What follows belongs to an exercise in optimizing a design on an open flow for small area, a short achievable clock period and few clock cycles per item; a production flow would make more cautious choices.
At most, simulation tests tie the RTL to the original design; equivalence was not proved.
Power and IR drop assume default switching activity.

==> flow/design.v <==
package cne_pkg;
    localparam int NUM_TAGS = 6;
    localparam int MAX_BYTES = 9;
    localparam logic [2:0] REG_TAG_ZERO     = 3'd0;
    localparam logic [2:0] REG_TAG_ONE      = 3'd1;
    localparam logic [2:0] REG_TAG_INTEGER  = 3'd2;
    localparam logic [2:0] REG_TAG_HALF     = 3'd3;
    localparam logic [2:0] REG_TAG_SINGLE   = 3'd4;
    localparam logic [2:0] REG_TAG_DOUBLE   = 3'd5;
    typedef struct packed {
        logic [7:0] zero;
        logic [7:0] one;
        logic [7:0] integ;
        logic [7:0] half;
        logic [7:0] single;
        logic [7:0] dbl;
    } t_tags;
endpackage
module cne_front (
    input  logic                i_clk,
    input  logic                i_func,
    input  logic [31:0]         i_int_value,
    input  logic [63:0]         i_real_bits,
    input  logic                i_is_double,
    input  cne_pkg::t_tags      i_tags,
    output logic                o_last1,
    output logic [7:0]          o_byte0,
    output logic [63:0]         o_pay,
    output logic [3:0]          o_rem,
    output logic                o_cy,
    output logic                o_inv
);
    logic        ds;
    logic [10:0] de;
    logic [51:0] dm;
    logic [5:0]  de6;
    logic [63:0] dw;
    assign ds = i_real_bits[63];
    assign de = i_real_bits[62:52];
    assign dm = i_real_bits[51:0];
    assign de6 = de[5:0];
    assign dw = {31'd0, 1'b1, dm[51:20]};
    logic [63:0] hsel, gsel;
    always_comb begin
        for (int k = 0; k < 64; k++) begin
            hsel[k] = dw[(30 - k) & 63];
            gsel[k] = dw[(9 - k) & 63];
        end
    end
    logic hb, gb;
    assign hb = hsel[de6];
    assign gb = gsel[de6];
    logic [32:0] mki, mks;
    always_comb begin
        for (int k = 0; k < 33; k++) begin
            mki[k] = de6[5] ? ((k < 31) || (k == 31 && !de6[0]))
                            : ((k < 30) && (de6 < 6'(30 - k)));
            mks[k] = (de6 == 6'd0) ? (k < 9) : ((k < 10) || (de6 < 6'(73 - k)));
        end
    end
    logic sti, sts;
    assign sti = (|dm[19:0]) | (|(dw[32:0] & mki));
    assign sts = (|dm[19:0]) | (|(dw[32:0] & mks));
    logic d_exact, d_w8, d_zero, d_one, d_int, d_half;
    always_comb begin
        if (&de) d_exact = ~|dm;                                    
        else if (de >= 11'd897 && de <= 11'd1150) d_exact = ~|dm[28:0];   
        else if (de >= 11'd872 && de <= 11'd896) d_exact = ~gb & ~sts;   
        else d_exact = 1'b0;                                         
    end
    assign d_w8 = i_is_double & ~d_exact;
    assign d_zero = ~|i_real_bits[62:0];
    assign d_one = (i_real_bits == 64'h3ff0000000000000);
    assign d_int = (de >= 11'd1023) && (de <= 11'd1053) && !hb && !sti
                   && ((de <= 11'd1042) || d_w8);
    assign d_half = (de >= 11'd1022) && (de <= 11'd1052) && hb && !sti
                    && ((de <= 11'd1041) || d_w8);
    logic d_lt4;
    assign d_lt4 = i_int_value[31] ? (&i_int_value[31:4] & |i_int_value[3:0])
                                   : ~|i_int_value[31:4];
    logic [63:0] r_bits;
    logic        r_func, r_zero, r_one, r_int, r_half, r_w8, r_sts, r_last;
    always_ff @(posedge i_clk) begin
        r_bits <= {i_real_bits[63:32], i_func ? i_real_bits[31:0] : i_int_value};
        r_func <= i_func;
        r_zero <= d_zero;
        r_one  <= d_one;
        r_int  <= d_int;
        r_half <= d_half;
        r_w8   <= d_w8;
        r_sts  <= sts;
        r_last <= i_func ? (d_zero | d_one) : d_lt4;
    end
    assign o_last1 = r_last;
    logic        s;
    logic [10:0] e;
    logic [51:0] m;
    logic [31:0] iv;
    assign s = r_bits[63];
    assign e = r_bits[62:52];
    assign m = r_bits[51:0];
    assign iv = r_bits[31:0];
    logic        neg;
    logic [3:0]  lo4;
    logic        lt4, lt12, lt20, lt28;
    logic [2:0]  n0;
    assign neg = iv[31];
    assign lo4 = (iv[3:0] ^ {4{neg}}) + {3'd0, neg};
    assign lt4  = neg ? (&iv[31:4]  & |iv[3:0])  : ~|iv[31:4];
    assign lt12 = neg ? (&iv[31:12] & |iv[11:0]) : ~|iv[31:12];
    assign lt20 = neg ? (&iv[31:20] & |iv[19:0]) : ~|iv[31:20];
    assign lt28 = neg ? (&iv[31:28] & |iv[27:0]) : ~|iv[31:28];
    assign n0 = lt4 ? 3'd0 : lt12 ? 3'd1 : lt20 ? 3'd2 : lt28 ? 3'd3 : 3'd4;
    logic [63:0] w, rot;
    logic [32:0] yi;
    logic [23:0] ys;
    assign w = {31'd0, 1'b1, m[51:20]};
    assign rot = (w << e[5:0]) | (w >> (7'd64 - {1'b0, e[5:0]}));
    assign yi = rot[62:30];
    assign ys = rot[32:9];
    logic        e_max, nrm, ovf, sub;
    logic [30:0] f_pre;
    logic        rup;
    assign e_max = &e;
    assign nrm = (e >= 11'd897) && (e <= 11'd1150);
    assign ovf = (e >= 11'd1151) && !e_max;
    assign sub = (e >= 11'd872) && (e <= 11'd896);
    always_comb begin
        f_pre = 31'd0;
        rup = 1'b0;
        if (e_max) begin
            f_pre = {8'hff, |m, m[50:29]};
        end else if (nrm) begin
            f_pre = {~e[7], e[6:0], m[51:29]};
            rup = m[28] & ((|m[27:0]) | m[29]);
        end else if (ovf) begin
            f_pre = {8'hff, 23'd0};
        end else if (sub) begin
            f_pre = {8'd0, ys[23:1]};
            rup = ys[0] & (r_sts | ys[1]);
        end
    end
    logic [31:0] mag;
    logic [2:0]  nhi, nhh;
    logic [3:0]  ri, rh;
    assign mag = r_half ? yi[31:0] : yi[32:1];
    assign nhi = (e < 11'd1027) ? 3'd0 : (e < 11'd1035) ? 3'd1 : (e < 11'd1043) ? 3'd2
               : (e < 11'd1051) ? 3'd3 : 3'd4;
    assign nhh = (e < 11'd1026) ? 3'd0 : (e < 11'd1034) ? 3'd1 : (e < 11'd1042) ? 3'd2
               : (e < 11'd1050) ? 3'd3 : 3'd4;
    assign ri = (e < 11'd1027) ? 4'd1 : (e < 11'd1035) ? 4'd2 : (e < 11'd1043) ? 4'd3
              : (e < 11'd1051) ? 4'd4 : 4'd5;
    assign rh = (e < 11'd1026) ? 4'd1 : (e < 11'd1034) ? 4'd2 : (e < 11'd1042) ? 4'd3
              : (e < 11'd1050) ? 4'd4 : 4'd5;
    always_comb begin
        o_pay = r_bits;
        o_cy = 1'b0;
        o_inv = 1'b0;
        if (!r_func) begin
            o_byte0 = {~neg, n0, lo4};
            o_pay[31:0] = {{4{neg}}, iv[31:4]};
            o_rem = {1'b0, n0};
            o_cy = neg & ~|iv[3:0];
            o_inv = neg;
        end else if (r_zero) begin
            o_byte0 = i_tags.zero;
            o_rem = 4'd0;
        end else if (r_one) begin
            o_byte0 = i_tags.one;
            o_rem = 4'd0;
        end else if (r_int || r_half) begin
            o_byte0 = r_half ? i_tags.half : i_tags.integ;
            o_pay[39:0] = {4'd0, mag[31:4], ~s, r_half ? nhh : nhi, mag[3:0]};
            o_rem = r_half ? rh : ri;
        end else if (!r_w8) begin
            o_byte0 = i_tags.single;
            o_pay[31:0] = {s, f_pre};
            o_rem = 4'd4;
            o_cy = rup;
        end else begin
            o_byte0 = i_tags.dbl;
            o_rem = 4'd8;
        end
    end
endmodule
module cne_back (
    input  logic           i_clk,
    input  logic           i_rst_n,
    input  logic           i_ld,
    input  logic [7:0]     i_byte0,
    input  logic [63:0]    i_pay,
    input  logic [3:0]     i_rem,
    input  logic           i_cy,
    input  logic           i_inv,
    output logic           o_near,
    output logic           o_strobe,
    output logic [7:0]     o_out_byte,
    output logic           o_last_byte
);
    logic [63:0] r_sh;
    logic [3:0]  r_rem;
    logic        r_cy;
    logic        r_inv;
    logic [7:0]  x;
    assign o_near = (r_rem[3:1] == 3'd0);
    assign x = r_sh[7:0] ^ {8{r_inv}};
    always_ff @(posedge i_clk) begin
        if (!i_rst_n) begin
            r_rem <= 4'd0;
            o_strobe <= 1'b0;
        end else if (i_ld) begin
            r_rem <= i_rem;
            o_strobe <= 1'b1;
        end else begin
            if (r_rem != 4'd0) r_rem <= r_rem - 4'd1;
            o_strobe <= (r_rem != 4'd0);
        end
    end
    always_ff @(posedge i_clk) begin
        if (i_ld) begin
            o_out_byte <= i_byte0;
            o_last_byte <= (i_rem == 4'd0);
            r_sh <= i_pay;
            r_cy <= i_cy;
            r_inv <= i_inv;
        end else begin
            o_out_byte <= x + {7'd0, r_cy};
            o_last_byte <= (r_rem == 4'd1);
            r_sh <= {r_sh[63:56], r_sh[63:8]};
            r_cy <= r_cy & (&x);
        end
    end
endmodule
module compact_number_encoder (
    input  logic                i_clk,
    input  logic                i_rst_n,
    input  logic                start,
    output logic                busy,
    input  logic                i_func,
    input  logic signed [31:0]  i_int_value,
    input  logic [63:0]         i_real_bits,
    input  logic                i_is_double,
    output logic                o_strobe,
    output logic [7:0]          o_out_byte,
    output logic                o_last_byte,
    input  logic                psel,
    input  logic                penable,
    input  logic                pwrite,
    input  logic [4:0]          paddr,
    input  logic [31:0]         pwdata,
    output logic [31:0]         prdata,
    output logic                pready
);
    cne_pkg::t_tags r_tags;
    logic [7:0]     r_rd;
    logic [7:0]     byte0;
    logic [63:0]    pay;
    logic [3:0]     rem;
    logic           cy, inv;
    logic           r_v1, last1, near;
    assign pready = 1'b1;
    always_ff @(posedge i_clk) begin
        if (!i_rst_n) begin
            r_tags <= {8'd0, 8'd1, 8'd2, 8'd3, 8'd4, 8'd5};
        end else if (psel && penable && pwrite) begin
            case (paddr[4:2])
                cne_pkg::REG_TAG_ZERO:    r_tags.zero   <= pwdata[7:0];
                cne_pkg::REG_TAG_ONE:     r_tags.one    <= pwdata[7:0];
                cne_pkg::REG_TAG_INTEGER: r_tags.integ  <= pwdata[7:0];
                cne_pkg::REG_TAG_HALF:    r_tags.half   <= pwdata[7:0];
                cne_pkg::REG_TAG_SINGLE:  r_tags.single <= pwdata[7:0];
                cne_pkg::REG_TAG_DOUBLE:  r_tags.dbl    <= pwdata[7:0];
                default: ;
            endcase
        end
    end
    always_ff @(posedge i_clk) begin
        case (paddr[4:2])
            cne_pkg::REG_TAG_ZERO:    r_rd <= r_tags.zero;
            cne_pkg::REG_TAG_ONE:     r_rd <= r_tags.one;
            cne_pkg::REG_TAG_INTEGER: r_rd <= r_tags.integ;
            cne_pkg::REG_TAG_HALF:    r_rd <= r_tags.half;
            cne_pkg::REG_TAG_SINGLE:  r_rd <= r_tags.single;
            cne_pkg::REG_TAG_DOUBLE:  r_rd <= r_tags.dbl;
            default:                  r_rd <= 8'd0;
        endcase
    end
    assign prdata = {24'd0, r_rd};
    always_ff @(posedge i_clk) begin
        if (!i_rst_n) r_v1 <= 1'b0;
        else r_v1 <= start && !busy;
    end
    assign busy = (r_v1 && !last1) || !near;
    cne_front u_front (
        .i_clk       (i_clk),
        .i_func      (i_func),
        .i_int_value (i_int_value),
        .i_real_bits (i_real_bits),
        .i_is_double (i_is_double),
        .i_tags      (r_tags),
        .o_last1     (last1),
        .o_byte0     (byte0),
        .o_pay       (pay),
        .o_rem       (rem),
        .o_cy        (cy),
        .o_inv       (inv)
    );
    cne_back u_back (
        .i_clk       (i_clk),
        .i_rst_n     (i_rst_n),
        .i_ld        (r_v1),
        .i_byte0     (byte0),
        .i_pay       (pay),
        .i_rem       (rem),
        .i_cy        (cy),
        .i_inv       (inv),
        .o_near      (near),
        .o_strobe    (o_strobe),
        .o_out_byte  (o_out_byte),
        .o_last_byte (o_last_byte)
    );
endmodule
==> flow/config.mk <==
export PLATFORM = sky130hd
export DESIGN_NAME = compact_number_encoder
export DESIGN_NICKNAME = compact_number_encoder
export VERILOG_FILES = /design/flow/design.v
export SDC_FILE = /design/flow/constraint.sdc
export NUM_CORES = 4
export LEC_CHECK = 0
export CAP_MARGIN = 20
export CORE_MARGIN = 2
export CORE_UTILIZATION = 40
export SETUP_SLACK_MARGIN = 5
export SLEW_MARGIN = 20
==> flow/constraint.sdc <==
create_clock -name core_clock -period 9.0 [get_ports {i_clk}]
set_input_delay 1.8000 -clock core_clock [delete_from_list [all_inputs] [get_ports {i_clk}]]
set_output_delay 1.8000 -clock core_clock [all_outputs]
set_load 0.01 [all_outputs]
standard.sh (not shown) runs the stock make flow with config.mk's settings and CLKGATE_MAP_FILE= SYNTH_SCRIPT=/design/flow/synth_recipe.tcl, a recipe that flattens the netlist after the stock synthesis.
==> flow/flow/run.sh <==
#!/bin/bash
# Standard ORFS layout, with the port buffers made from buf_2 cells instead of
# the default delay-buffer cells (every port still gets its own buffer).
set -euo pipefail
export BUFFER_PORTS_ARGS="-buffer_cell sky130_fd_sc_hd__buf_2"
bash standard.sh synth > synth.log 2>&1
bash standard.sh finish > finish.log 2>&1
Edit:
--- a/flow/design.v
+++ b/flow/design.v
@@ -41,4 +41,8 @@
     assign de6 = de[5:0];
     assign dw = {31'd0, 1'b1, dm[51:20]};
+    logic [5:0] d_amt, d_amt_i, d_amt_s;
+    assign d_amt_i = 6'd30 - de6;
+    assign d_amt_s = 6'd9 - de6;
+    assign d_amt = (de >= 11'd1022) ? d_amt_i : d_amt_s;
     logic [63:0] hsel, gsel;
     always_comb begin
@@ -62,31 +66,23 @@
     assign sti = (|dm[19:0]) | (|(dw[32:0] & mki));
     assign sts = (|dm[19:0]) | (|(dw[32:0] & mks));
-    logic d_exact, d_w8, d_zero, d_one, d_int, d_half;
-    always_comb begin
-        if (&de) d_exact = ~|dm;                                    
-        else if (de >= 11'd897 && de <= 11'd1150) d_exact = ~|dm[28:0];   
-        else if (de >= 11'd872 && de <= 11'd896) d_exact = ~gb & ~sts;   
-        else d_exact = 1'b0;                                         
-    end
-    assign d_w8 = i_is_double & ~d_exact;
+    logic d_zero, d_one;
     assign d_zero = ~|i_real_bits[62:0];
     assign d_one = (i_real_bits == 64'h3ff0000000000000);
-    assign d_int = (de >= 11'd1023) && (de <= 11'd1053) && !hb && !sti
-                   && ((de <= 11'd1042) || d_w8);
-    assign d_half = (de >= 11'd1022) && (de <= 11'd1052) && hb && !sti
-                    && ((de <= 11'd1041) || d_w8);
     logic d_lt4;
     assign d_lt4 = i_int_value[31] ? (&i_int_value[31:4] & |i_int_value[3:0])
                                    : ~|i_int_value[31:4];
     logic [63:0] r_bits;
-    logic        r_func, r_zero, r_one, r_int, r_half, r_w8, r_sts, r_last;
+    logic [5:0]  r_amt;
+    logic        r_func, r_dbl, r_zero, r_one, r_hb, r_gb, r_sti, r_sts, r_last;
     always_ff @(posedge i_clk) begin
         r_bits <= {i_real_bits[63:32], i_func ? i_real_bits[31:0] : i_int_value};
         r_func <= i_func;
+        r_amt  <= d_amt;
+        r_dbl  <= i_is_double;
         r_zero <= d_zero;
         r_one  <= d_one;
-        r_int  <= d_int;
-        r_half <= d_half;
-        r_w8   <= d_w8;
+        r_hb   <= hb;
+        r_gb   <= gb;
+        r_sti  <= sti;
         r_sts  <= sts;
         r_last <= i_func ? (d_zero | d_one) : d_lt4;
@@ -112,11 +108,20 @@
     assign lt28 = neg ? (&iv[31:28] & |iv[27:0]) : ~|iv[31:28];
     assign n0 = lt4 ? 3'd0 : lt12 ? 3'd1 : lt20 ? 3'd2 : lt28 ? 3'd3 : 3'd4;
-    logic [63:0] w, rot;
     logic [32:0] yi;
     logic [23:0] ys;
-    assign w = {31'd0, 1'b1, m[51:20]};
-    assign rot = (w << e[5:0]) | (w >> (7'd64 - {1'b0, e[5:0]}));
-    assign yi = rot[62:30];
-    assign ys = rot[32:9];
+    assign yi = {1'b1, m[51:20]} >> r_amt;
+    assign ys = yi[23:0];
+    logic exact, r_w8, r_int, r_half;
+    always_comb begin
+        if (&e) exact = ~|m;                                       
+        else if (e >= 11'd897 && e <= 11'd1150) exact = ~|m[28:0];   
+        else if (e >= 11'd872 && e <= 11'd896) exact = ~r_gb & ~r_sts;  
+        else exact = 1'b0;                                         
+    end
+    assign r_w8 = r_dbl & ~exact;
+    assign r_int = (e >= 11'd1023) && (e <= 11'd1053) && !r_hb && !r_sti
+                   && ((e <= 11'd1042) || (r_dbl && |m[28:0]));
+    assign r_half = (e >= 11'd1022) && (e <= 11'd1052) && r_hb && !r_sti
+                    && ((e <= 11'd1041) || (r_dbl && |m[28:0]));
     logic        e_max, nrm, ovf, sub;
     logic [30:0] f_pre;
Effect: The new run went through all stages and came out clean; flip-flop and latch count rises by 7; fmax rises by a few percent; routed wire length falls by a quarter to a third; worst hold slack improved by 20 ps; register-to-register slack improved by 220 ps; non-clock buffer count falls by 20; via count falls by about a fifth; combinational power falls by about a fifth; total power falls by a few percent; worst setup slack improved by 170 ps; design area falls by about a fifth; clock skew falls by 5.9 ps; final cell count falls by about a fifth; critical path depth falls by 2.
Testbench counts after the change, summed over its fixed seeds: cycles 14,733, items 3,200.
The RTL of the first run of this note was laid out without a check of its function.

[port drivers added, routing unchanged]
In the flow no input, the clock included, has a driving cell. The finished layouts below were timed again as built, in two steps.
Step 1 (the two cells are an assumption about what drives the block):
set clk [get_ports {i_clk}]
set_driving_cell -lib_cell sky130_fd_sc_hd__clkbuf_16 $clk
set_driving_cell -lib_cell sky130_fd_sc_hd__buf_2 [delete_from_list [all_inputs] $clk]
Step 2 also shifts input and output timing later by t, the mid clock arrival at the registers, as if the neighbouring blocks saw the same clock.
Slacks: ideal ports / drivers / drivers and shift; pairs: ideal ports / drivers.
run	shift t [ns]	setup slack, ns	clock arrival spread, ns
the first run	0.611	4.963 / 4.963 / 4.551	0.017 / 0.017
the second run	0.585	5.138 / 5.081 / 4.581	0.009 / 0.010
After both steps every run listed still meets setup and hold. For the second run, which loses most, drivers alone change the setup slack by -0.057 ns; drivers and shift together by -0.557 ns.
